Background: an optimization exercise with open tools, aiming at small area and a short achievable clock period. Do not read the settings as production practice. No functional check of the RTL was part of this run. Power is estimated from default activity; no workload was simulated.

==> flow/design.v <==
package reg_file_pkg;
    localparam int DEFAULT_DATA_W      = 32;
    localparam int DEFAULT_ADDR_W      = 4;
    localparam int DEFAULT_NUM_REGS    = 2 ** DEFAULT_ADDR_W;
    localparam int DEFAULT_PC_IDX      = 15;
    localparam int DEFAULT_PC_READ_OFS = 8;
    typedef logic [DEFAULT_NUM_REGS-1:0] pend_vec_t;
endpackage
module reg_file_rd_port
#(
    parameter int DATA_W      = reg_file_pkg::DEFAULT_DATA_W,
    parameter int ADDR_W      = reg_file_pkg::DEFAULT_ADDR_W,
    parameter int PC_IDX      = reg_file_pkg::DEFAULT_PC_IDX,
    parameter int PC_READ_OFS = reg_file_pkg::DEFAULT_PC_READ_OFS,
    localparam int NUM_REGS   = 2 ** ADDR_W
) (
    input  logic [ADDR_W-1:0]               rd_sel_i,
    input  logic [NUM_REGS-1:0][DATA_W-1:0] regFile_i,
    input  logic [NUM_REGS-1:0]             pend_i,
    input  logic                            wr0_en_i,
    input  logic [ADDR_W-1:0]               wr0_sel_i,
    input  logic [DATA_W-1:0]               wr0_data_i,
    input  logic                            wr1_en_i,
    input  logic [ADDR_W-1:0]               wr1_sel_i,
    input  logic [DATA_W-1:0]               wr1_data_i,
    input  logic                            pc_en_i,
    input  logic [DATA_W-1:0]               pc_data_i,
    input  logic                            pend_en_i,
    input  logic [ADDR_W-1:0]               pend_sel_i,
    output logic [DATA_W-1:0]               rd_data_o,
    output logic                            rd_busy_o
);
    localparam logic [ADDR_W-1:0] PC_SEL = ADDR_W'(PC_IDX);
    logic [DATA_W-1:0] rawData;
    always_comb begin
        rawData   = regFile_i[rd_sel_i];
        rd_busy_o = pend_i[rd_sel_i];
        if (pc_en_i && (rd_sel_i == PC_SEL)) begin
            rawData = pc_data_i;
        end
        if (wr0_en_i && (wr0_sel_i == rd_sel_i)) begin
            rawData = wr0_data_i;
        end
        if (wr1_en_i && (wr1_sel_i == rd_sel_i)) begin
            rawData = wr1_data_i;
            if (!(pend_en_i && (pend_sel_i == rd_sel_i))) begin
                rd_busy_o = 1'b0;
            end
        end
    end
    always_comb begin
        rd_data_o = rawData;
        if (rd_sel_i == PC_SEL) begin
            rd_data_o = rawData + DATA_W'(PC_READ_OFS);
        end
    end
endmodule
module reg_file_mp
#(
    parameter int DATA_W      = reg_file_pkg::DEFAULT_DATA_W,
    parameter int ADDR_W      = reg_file_pkg::DEFAULT_ADDR_W,
    parameter int PC_IDX      = reg_file_pkg::DEFAULT_PC_IDX,
    parameter int PC_READ_OFS = reg_file_pkg::DEFAULT_PC_READ_OFS
) (
    input  logic              clk,
    input  logic              reset,
    input  logic [ADDR_W-1:0] rd_sel_a,
    input  logic [ADDR_W-1:0] rd_sel_b,
    input  logic [ADDR_W-1:0] rd_sel_c,
    output logic [DATA_W-1:0] rd_data_a,
    output logic [DATA_W-1:0] rd_data_b,
    output logic [DATA_W-1:0] rd_data_c,
    output logic              rd_busy_a,
    output logic              rd_busy_b,
    output logic              rd_busy_c,
    input  logic              wr0_en,
    input  logic [ADDR_W-1:0] wr0_sel,
    input  logic [DATA_W-1:0] wr0_data,
    input  logic              wr1_en,
    input  logic [ADDR_W-1:0] wr1_sel,
    input  logic [DATA_W-1:0] wr1_data,
    input  logic              pc_en,
    input  logic [DATA_W-1:0] pc_data,
    input  logic              pend_en,
    input  logic [ADDR_W-1:0] pend_sel,
    output logic [DATA_W-1:0] pc_q,
    output logic [ADDR_W:0]   pend_count
);
    localparam int NUM_REGS = 2 ** ADDR_W;
    localparam int CNT_W    = ADDR_W + 1;
    localparam logic [ADDR_W-1:0] PC_SEL = ADDR_W'(PC_IDX);
    logic [NUM_REGS-1:0][DATA_W-1:0] regFile_q, regFile_d;
    logic [NUM_REGS-1:0]             pend_q, pend_d;
    logic [CNT_W-1:0]                pendCount_q, pendCount_d;
    logic                            setOk, incr, decr;
    always_comb begin
        regFile_d = regFile_q;
        if (pc_en) begin
            regFile_d[PC_IDX] = pc_data;
        end
        if (wr0_en) begin
            regFile_d[wr0_sel] = wr0_data;
        end
        if (wr1_en) begin
            regFile_d[wr1_sel] = wr1_data;
        end
    end
    always_comb begin
        setOk  = pend_en && (pend_sel != PC_SEL);
        pend_d = pend_q;
        if (wr1_en) begin
            pend_d[wr1_sel] = 1'b0;
        end
        if (setOk) begin
            pend_d[pend_sel] = 1'b1;
        end
        incr = setOk && !pend_q[pend_sel];
        decr = wr1_en && pend_q[wr1_sel] && !(setOk && (pend_sel == wr1_sel));
        pendCount_d = pendCount_q + CNT_W'(incr) - CNT_W'(decr);
    end
    always_ff @(posedge clk) begin
        if (reset) begin
            regFile_q   <= '0;
            pend_q      <= '0;
            pendCount_q <= '0;
        end else begin
            regFile_q   <= regFile_d;
            pend_q      <= pend_d;
            pendCount_q <= pendCount_d;
        end
    end
    assign pc_q       = regFile_q[PC_IDX];
    assign pend_count = pendCount_q;
    logic [2:0][ADDR_W-1:0] rdSel;
    logic [2:0][DATA_W-1:0] rdData;
    logic [2:0]             rdBusy;
    assign rdSel = {rd_sel_c, rd_sel_b, rd_sel_a};
    for (genvar p = 0; p < 3; p++) begin : gRdPort
        reg_file_rd_port #(
            .DATA_W      (DATA_W),
            .ADDR_W      (ADDR_W),
            .PC_IDX      (PC_IDX),
            .PC_READ_OFS (PC_READ_OFS)
        ) uRdPort (
            .rd_sel_i   (rdSel[p]),
            .regFile_i  (regFile_q),
            .pend_i     (pend_q),
            .wr0_en_i   (wr0_en),
            .wr0_sel_i  (wr0_sel),
            .wr0_data_i (wr0_data),
            .wr1_en_i   (wr1_en),
            .wr1_sel_i  (wr1_sel),
            .wr1_data_i (wr1_data),
            .pc_en_i    (pc_en),
            .pc_data_i  (pc_data),
            .pend_en_i  (pend_en),
            .pend_sel_i (pend_sel),
            .rd_data_o  (rdData[p]),
            .rd_busy_o  (rdBusy[p])
        );
    end
    assign rd_data_a = rdData[0];
    assign rd_data_b = rdData[1];
    assign rd_data_c = rdData[2];
    assign rd_busy_a = rdBusy[0];
    assign rd_busy_b = rdBusy[1];
    assign rd_busy_c = rdBusy[2];
endmodule
==> flow/run.sh <==
#!/bin/bash
# synth_recipe.tcl (not shown) runs the flow's synth.tcl, then flattens the netlist and writes it again
# the make line also repeats each setting of config.mk as NAME=value (left out here)
make -C /OpenROAD-flow-scripts/flow DESIGN_CONFIG=/design/flow/config.mk WORK_HOME=/design/flow/orfs CLKGATE_MAP_FILE= SYNTH_SCRIPT=/design/flow/synth_recipe.tcl finish
==> flow/config.mk <==
export PLATFORM = sky130hd
export DESIGN_NAME = reg_file_mp
export DESIGN_NICKNAME = reg_file_mp
export VERILOG_FILES = /design/flow/design.v
export SDC_FILE = /design/flow/constraint.sdc
export NUM_CORES = 4
export LEC_CHECK = 0
export CAP_MARGIN = 20
export CORE_MARGIN = 2
export CORE_UTILIZATION = 30
export SETUP_SLACK_MARGIN = 0.4
export SLEW_MARGIN = 20
==> flow/constraint.sdc <==
create_clock -name core_clock -period 8.5 [get_ports {clk}]
set_input_delay 1.7000 -clock core_clock [delete_from_list [all_inputs] [get_ports {clk}]]
set_output_delay 1.7000 -clock core_clock [all_outputs]
set_load 0.01 [all_outputs]
==> qor.txt <==
max_slew headroom -> 15.92%
# port buffers -> 261
Site Rows -> 138
routability cong. -> 1.056
Cell Area, Synth -> 42530 um2
Async S/R FF share, synth -> 0%
drt via density -> 6.759
Residual DRC -> 0
Post-synth EDFFs -> 0
share of the synthesized area in the top cell type -> 25.09%
syn_nets -> 4894
total power -> 0.007813 W
Avg Cell Area, Syn -> 8.960 um2
transition time of the tightest slew-check pin -> 1.257 ns
Cell Pwr Density -> 158.2 nW/um2
Clock Skew -> 0.003916 ns
Tcrit/Tclk final -> 95.86%
synthesis-stage register bit count -> 533
WP buf/inv -> 4
Area contributors post-synth -> dfxtp_1, mux4_2, mux2i_1, a211oi_1, nor2_1
area grow syn2layout -> 16.13%
clock latency (worst-skew pair) -> 0.63 ns
fin. max-slew vios -> 0
Flop pwr share -> 34.8%
share of cells above drive strength 1 -> 17.83%
total gr overflow -> 0
critical path's largest stage delay -> 0.74 ns
P_int -> 0.005178 W
Commonest cells post-synth -> nor2_1, dfxtp_1, a211oi_1
WL/cell -> 34.39 um
CP cell instances -> clkdlybuf4s50_1 -> xnor2_1 -> nand3_1 -> nor2_4 -> buf_4 -> a2111oi_0 -> a222oi_1 -> inv_1 -> ha_1 -> nand2_1 -> nor2_1 -> nand2_1 -> nor3_1 -> xnor2_2 -> clkdlybuf4s50_1
Worst Setup Path Type -> in2out
warnings from Yosys -> 2
WP data arrival -> 6.45 ns
Clk pwr share -> 39.8%
first-pass GRT wire length -> 319700 um
dpl hpwl -> 151200 um
die width -> 380.5 um
top_reg_cell synth -> dfxtp_1
post-synth cell types -> 94
Initial Util -> 30.15%
GRT Util Overall -> 30.19%
CTS root buf -> clkbuf_16
Post-Syn Instances -> 4747
die footprint -> 144800 um2
Longest Clk Path Bufs -> 3
initial drt markers -> 7494
Logic pwr share -> 25.4%
pin count of the biggest net entering global routing -> 202
RSZ-0062 raised after global routing -> yes
Max Cap Viol -> 0
via count -> 45060
io pins -> 262
Nets -> 4867
CTS tree -> yes
Final Hold Vio Count -> 0
Worst Path Max Fanout -> 19
Top Family by Delay on Critical Path -> buffers and inverters
cts bufs inserted -> 67
H-tree Lvls -> 3
post-layout minimum cycle time -> 8.148 ns
Max Clk Rate -> 0.1227 GHz
Setup Viol. Count Final -> 0
Max IR drop VDD -> 0.0001369 V
DIE HEIGHT -> 380.5 um
Fillers -> 14390
Psw -> 0.002634 W
worst min-delay path category -> reg2reg
crit path launch type -> input port
Pre-antenna DRT Iters -> 9
core area -> 141100 um2
Post-Route WL -> 229300 um
Seq/Total Area, Yosys -> 25.09%
CP max-delay cell -> clkdlybuf4s50_1
status -> no timing/DRC/antenna violations
largest area contributor in the netlist -> dfxtp_1
Post-DRT Antenna Nets -> 0
vias in the first global route -> 41760
most frequent cell after synthesis -> nor2_1
Sw Share -> 33.72%
clock slew seen by the registers of the worst setup and hold paths -> 0.06 ns
Static Leak -> 18.26 nW
WP data required -> 6.80 ns
initial antenna violation count -> 22
Fin Setup TNS -> 0 ns
CP Capture Type -> output port
clock tree sinks -> 533
-- power groups by stage --
stage | combinational (W) | sequential, W | clock [W]
floorplan | 0.00109 | 0.00272 | 0
global placement | 0.00187 | 0.00276 | 0
detailed placement | 0.00188 | 0.00277 | 0
CTS | 0.00189 | 0.00271 | 0.00311
global route | 0.00202 | 0.00273 | 0.00320
finish | 0.00198 | 0.00272 | 0.00311
-- registers in the layout (all words and copies together) (netlist names) --
register,count
pendCount_q,5
pend_q,16
regFile_q,512
-- cells in the final DEF (no fill, tap or decap), types with 46 or more instances in the layout --
cell type	Yosys	final
a22oi_1	200	200
o21ai_0	47	46
mux4_2	283	283
a211oi_1	509	509
clkbuf_16	0	67
a32oi_1	140	140
nor3_1	66	62
dfxtp_1	533	533
buf_4	73	267
a21oi_1	146	146
mux2i_1	417	417
clkdlybuf4s50_1	0	247
mux2_2	46	46
xnor2_1	74	66
xor2_1	58	57
nand2_1	244	216
nor2_1	721	712
-- final cells by class --
cell class | instances | area [um2] | share of cell area [%]
clock buffer | 94 | 1948 | 3.944
antenna | 4 | 10.01 | 0.02027
clock inverter | 28 | 365.4 | 0.7397
inverter | 41 | 153.9 | 0.3116
multi-input combinational | 3540 | 29060 | 58.83
timing repair buffer | 537 | 4822 | 9.763
sequential | 533 | 10670 | 21.60
tap | 1890 | 2365 | 4.788
-- stage by stage --
| stage | hold slack [ns] | cells | instance area (um2) | worst slack, ns | util [%] |
|---|---|---|---|---|---|
| floorplan | 0.4710 | 4747 | 42530 | 1.600 | - |
| global placement | 0.4906 | 6537 | 46890 | 0.2625 | 33.24 |
| detailed placement | 0.5009 | 6538 | 46910 | 0.3127 | 33.26 |
| CTS | 0.5097 | 6661 | 49240 | 0.4463 | 34.91 |
| global route | 0.5385 | 6664 | 49380 | 0.3170 | 35.01 |
| finish | 0.5160 | 6667 | 49390 | 0.3516 | 35.01 |
-- worst reg2reg max path: cells and delay by family, from the launching register on --
kind / cells / cell delay [ns]
simple gates: 2 / 0.21
fa+ha+maj: 3 / 0.92
compound gates: 2 / 0.36
buf+inv: 1 / 0.04
flops: 1 / 0.38
mux: 2 / 0.99
xor+xnor: 1 / 0.13
-- layer usage --
layer / track usage [%] / wire length [um] / part of all wire, % / vias to the layer above
met5: 0 / 230 / 0.10 / -
met4: 17.86 / 16480 / 7.2 / 36
met3: 13.12 / 37830 / 16 / 950
met2: 41.18 / 89530 / 39 / 4058
met1: 38.99 / 85210 / 37 / 21820
li1: - / - / - / 18190
-- kinds of logic (layout without fill, tap and decap cells) --
logic type / count (synthesis) / after routing / synth area share (%)
flip-flops: 533 / 533 / 25.09
AND/OR/NAND/NOR: 1320 / 1320 / 13.85
adder cells (fa/ha/maj): 21 / 21 / 0.6354
XOR/XNOR: 132 / 132 / 2.718
other: 0 / 4 / 0
buffers and inverters: 674 / 700 / 7.355
AO/OA/AOI/OAI: 1294 / 1294 / 22.66
multiplexers: 773 / 773 / 27.69
-- path summary, 6_finish.rpt --
kind	from	endpoint	slack, ns	cells after the start
worst max-delay path	wr0_sel[0]	rd_data_b[11]	0.35	15
worst max register to register	pend_q[15]	pendCount_q[4]	5.34	11
worst min-delay path	regFile_q[1]	regFile_q[1]	0.52	2
worst min register to register	regFile_q[1]	regFile_q[1]	0.52	2
-- what timing repair did --
| item | in CTS | in global routing |
|---|---|---|
| hold buffers | 0 | 0 |
| setup endpoints to repair | 5 | 22 |
| resized for setup | 2 | 16 |
| pin swaps | 0 | 1 |
| hold endpoints to repair | 0 | 0 |
| setup buffers | 1 | 0 |

static timing again, ports no longer ideal:
No port has a modelled driver above. Below, the same layout with a new extraction and two added sets of constraints.
Step 1 sets driving cells, clkbuf_16 on the clock port and buf_2 on the other inputs (assumed; they add their load-dependent delay and slew).
Step 2 times the ports against the registers' clock, not the clock port: input delays grow and output delays shrink by t, the midpoint of the rising clock arrivals with the driver on.
Three values: ideal, step 1, step 2; two values: the first two.
t (ns): 0.721
slack for setup (ns): 0.352 / 0.275 / 0.275
worst setup path after step 2: input to output
slew at the worst register clock pin (ns): 0.07 / 0.07
worst slew at a driven data input, ns: 0.17
After both steps setup and hold are still met in this run. The setup slack of this run moves by -0.077 ns with the drivers and by -0.077 ns with both steps.
